Source: an optimization exercise on an open RTL-to-GDS flow (aim: small area). Production flows keep margins and buffers that such runs may drop.
In this exercise RTL edits were held to simulation tests only and were not proved equivalent to the original.
Power is estimated from default activity; no workload was simulated.

Setup of run A:
Design pg_top, start of the top module:
module pg_top #(
    parameter int phase_slots = 32
) (
    input  logic       i_EMUCLK,
    input  logic       i_rst,
    input  logic [6:0] i_kc,
    input  logic [5:0] i_kf,
    input  logic [2:0] i_dt1,
    input  logic [3:0] i_mul,
    input  logic       i_phase_rst,
    output logic [9:0] o_phase,
    output logic [4:0] o_eg_shift
);
    logic [fnum_base_w-1:0] fbase;
    logic [5:0]             fhalf;
    logic [fnum_base_w-1:0] fnum;
    logic [4:0]             det_mag;
    logic                   det_neg;
    logic [fnum_base_w-1:0] fnum_s1;
    logic [4:0]             mag_s1;
    logic                   neg_s1;
    logic [3:0]             mul_s1, mul_s2;
    logic                   prst_s1, prst_s2;
    logic [4:0]             shift_s1, shift_s2, shift_s3, shift_s4;
    logic [pdelta_w-1:0]    sum;
    logic [pdelta_w-1:0]    sum_s2;
    logic                   eg_live;
    pg_fnum_path u_fnum_path (
        .i_kc   (i_kc),
        .i_kf   (i_kf),
        .o_base (fbase),
        .o_half (fhalf)
    );
    assign fnum = fbase + {6'b0, fhalf};
    pg_detune_path u_detune_path (
        .i_kc  (i_kc),
        .i_dt1 (i_dt1),
        .o_mag (det_mag),
        .o_neg (det_neg)
    );
    pg_octave_detune u_octave_detune (
        .i_fnum  (fnum_s1),
        .i_block (shift_s1[4:2]),
        .i_mag   (mag_s1),
        .i_neg   (neg_s1),
        .o_sum   (sum)
    );
    always_ff @(posedge i_EMUCLK) begin
        fnum_s1  <= fnum;
  ...
Size: about 1500 cells after synthesis, about 710 flip-flops.
Settings: LEC_CHECK=0, CAP_MARGIN=20, CORE_MARGIN=2, CORE_UTILIZATION=70, GPL_TIMING_DRIVEN=0, SLEW_MARGIN=20; clock period 5.0 ns.
standard.sh (not shown) runs the stock make flow with config.mk's settings and CLKGATE_MAP_FILE= SYNTH_SCRIPT=/design/flow/synth_recipe.tcl, a recipe that flattens the netlist after the stock synthesis.
==> flow/flow/run.sh <==
#!/bin/bash
# The standard layout, with a leaner clock tree (no dummy loads, larger
# sink clusters) and the smallest buffer on each port. The tools' own logs
# stay under orfs/logs; make's output goes to standard.log.
set -u
export CTS_ARGS="-sink_clustering_enable -repair_clock_nets -dont_use_dummy_load -sink_clustering_size 16 -sink_clustering_max_diameter 50 -buf_list {sky130_fd_sc_hd__clkbuf_4 sky130_fd_sc_hd__clkbuf_8}"
export BUFFER_PORTS_ARGS="-buffer_cell sky130_fd_sc_hd__buf_1"
bash standard.sh > standard.log 2>&1
Run A ran to completion and came out clean on the timing, DRC and antenna checks.
## Diff of input files: run B against run A
==> flow/flow/run.sh <==
#!/bin/bash
# The standard layout, with a leaner clock tree (no dummy loads, larger
# sink clusters) and the smallest buffer on each port. The tools' own logs
# stay under orfs/logs; make's output goes to standard.log.
set -u
export CTS_ARGS="-sink_clustering_enable -repair_clock_nets -dont_use_dummy_load -sink_clustering_size 20 -sink_clustering_max_diameter 60 -buf_list sky130_fd_sc_hd__clkbuf_8"
export BUFFER_PORTS_ARGS="-buffer_cell sky130_fd_sc_hd__buf_1"
bash standard.sh > standard.log 2>&1
diff --git a/flow/config.mk b/flow/config.mk
--- a/flow/config.mk
+++ b/flow/config.mk
@@ -9,3 +9,3 @@
 export CORE_MARGIN = 2
-export CORE_UTILIZATION = 70
+export CORE_UTILIZATION = 80
 export GPL_TIMING_DRIVEN = 0
==> summary.txt <==
From run B to run A, post-synthesis simple-gate area fraction did not move at all. Re worst-case setup slack after placement: run A was higher than run B. The number of buffers inserted during clock tree synthesis in run B sits 24% below the value recorded for run A. In run B, the vertical die dimension came out about 6% below the value in run A. Run B: it failed during global routing, and the tool reported GRT-0232. On final HPWL from detailed placement, the higher figure sits with run B, not run A. Run B: buffer count from post-CTS setup fixing is 6 higher than what run A reported.
Modified inputs, run C compared to run B
diff --git a/flow/flow/run.sh b/flow/flow/run.sh
--- a/flow/flow/run.sh
+++ b/flow/flow/run.sh
@@ -6,2 +6,3 @@
 export CTS_ARGS="-sink_clustering_enable -repair_clock_nets -dont_use_dummy_load -sink_clustering_size 20 -sink_clustering_max_diameter 60 -buf_list sky130_fd_sc_hd__clkbuf_8"
+export RECOVER_POWER=100
 export BUFFER_PORTS_ARGS="-buffer_cell sky130_fd_sc_hd__buf_1"
diff --git a/flow/config.mk b/flow/config.mk
--- a/flow/config.mk
+++ b/flow/config.mk
@@ -9,3 +9,3 @@
 export CORE_MARGIN = 2
-export CORE_UTILIZATION = 80
+export CORE_UTILIZATION = 70
 export GPL_TIMING_DRIVEN = 0
Findings:
Per the final summary, run C finished and its layout is clean on timing, DRC and antenna.
Diff run B..run C | synthesized area per cell | unchanged
Looking at initial cell density of the core, run C sits below run B.
Diff run B -> run C | chip width | up by a few percent
On final RePlAce weighted congestion, the lower figure sits with run C, not run B.
Taking run C over run B, the total clock buffers created by CTS ratio works out to 1.07.
[inputs] run D vs run C
diff --git a/flow/flow/run.sh b/flow/flow/run.sh
--- a/flow/flow/run.sh
+++ b/flow/flow/run.sh
@@ -6,3 +6,2 @@
 export CTS_ARGS="-sink_clustering_enable -repair_clock_nets -dont_use_dummy_load -sink_clustering_size 20 -sink_clustering_max_diameter 60 -buf_list sky130_fd_sc_hd__clkbuf_8"
-export RECOVER_POWER=100
 export BUFFER_PORTS_ARGS="-buffer_cell sky130_fd_sc_hd__buf_1"
- Run D went all the way through synthesis, placement and routing and the layout is clean on timing, DRC and antenna.
- As far as internal cell power is concerned, run D and run C perform about the same.
- Higher worst setup slack was reported by run C, not run D.
- On register-to-register slack, run D and run C are neck and neck.
- From run C to run D the numbers moved as follows: routed wire length has remained practically unchanged, actual slew at the worst max-slew pin held, synthesis-to-finish area growth roughly the same, setup TNS did not really move.
- Total power after layout of run D is on par with run C.
- Per the comparison of run D with run C, remaining max-slew budget at the tightest pin about even; number of gates resized after CTS has remained practically unchanged.

Another version of the RTL of pg_top (not shown whole).
Size in the first run: roughly 1500 cells after synthesis, ~710 flip-flops, roughly 38 I/O pins, roughly 0.020 mm^2 of cells after synthesis.
export LEC_CHECK = 0
export CAP_MARGIN = 20
export CORE_MARGIN = 2
export CORE_UTILIZATION = 70
export GPL_TIMING_DRIVEN = 0
export SLEW_MARGIN = 20
create_clock -name core_clock -period 5.0 [get_ports {i_EMUCLK}]
==> flow/flow/run.sh <==
#!/bin/bash
# The standard layout, with a leaner clock tree (no dummy loads, larger
# sink clusters) and the smallest buffer on each port. The tools' own logs
# stay under orfs/logs; make's output goes to standard.log.
set -u
export CTS_ARGS="-sink_clustering_enable -repair_clock_nets -dont_use_dummy_load -sink_clustering_size 22 -sink_clustering_max_diameter 50 -buf_list sky130_fd_sc_hd__clkbuf_8"
export BUFFER_PORTS_ARGS="-buffer_cell sky130_fd_sc_hd__buf_1"
bash standard.sh > standard.log 2>&1
The starting point produced a clean layout.
Change:
--- a/flow/flow/run.sh
+++ b/flow/flow/run.sh
@@ -6 +6 @@
-export CTS_ARGS="-sink_clustering_enable -repair_clock_nets -dont_use_dummy_load -sink_clustering_size 22 -sink_clustering_max_diameter 50 -buf_list sky130_fd_sc_hd__clkbuf_8"
+export CTS_ARGS="-sink_clustering_enable -repair_clock_nets -dont_use_dummy_load -sink_clustering_size 20 -sink_clustering_max_diameter 60 -buf_list sky130_fd_sc_hd__clkbuf_8"
PLACE_DENSITY = 0.75   (was default)
=> Area after synthesis stays the same. First-iteration DRC count shrinks slightly. Clock-buffer cell count falls by 1. Wire length decreases slightly. Non-clock buffer count goes down by 4. Worst hold slack is better by 0.020 ns. Final area shrinks slightly.

[re-timing with driven ports]
How much do the figures lean on ideal ports? The routed layouts below were timed once more, with nothing changed but the port constraints.
Step 1 assumes that a clkbuf_16 drives the clock port and a buf_2 every other input.
Step 2, shift: input delay + t, output delay - t, t = (earliest + latest rising clock arrival at the registers) / 2. This alone moves slack from input paths to output paths.
Slacks: ideal / step 1 / step 2; pairs: ideal / step 1.
run | t (ns) | setup WS [ns] | slew at the worst register clock pin (ns) | pins driven straight from the clock port
run A | 0.619 | 0.117 / 0.144 / -0.476 | 0.10 / 0.10 | 1
run C | 0.605 | 0.126 / 0.126 / -0.450 | 0.11 / 0.11 | 1
run D | 0.605 | 0.122 / 0.122 / -0.423 | 0.11 / 0.11 | 1
the first run of note 2 | 0.606 | 0.114 / 0.114 / -0.427 | 0.12 / 0.12 | 1
the second run of note 2 | 0.601 | 0.176 / 0.176 / -0.386 | 0.11 / 0.11 | 1
With both steps, setup timing fails in every run listed, where it was met with ideal ports. For run A, which loses most, drivers alone change the setup slack by +0.027 ns; drivers and shift together by -0.593 ns.
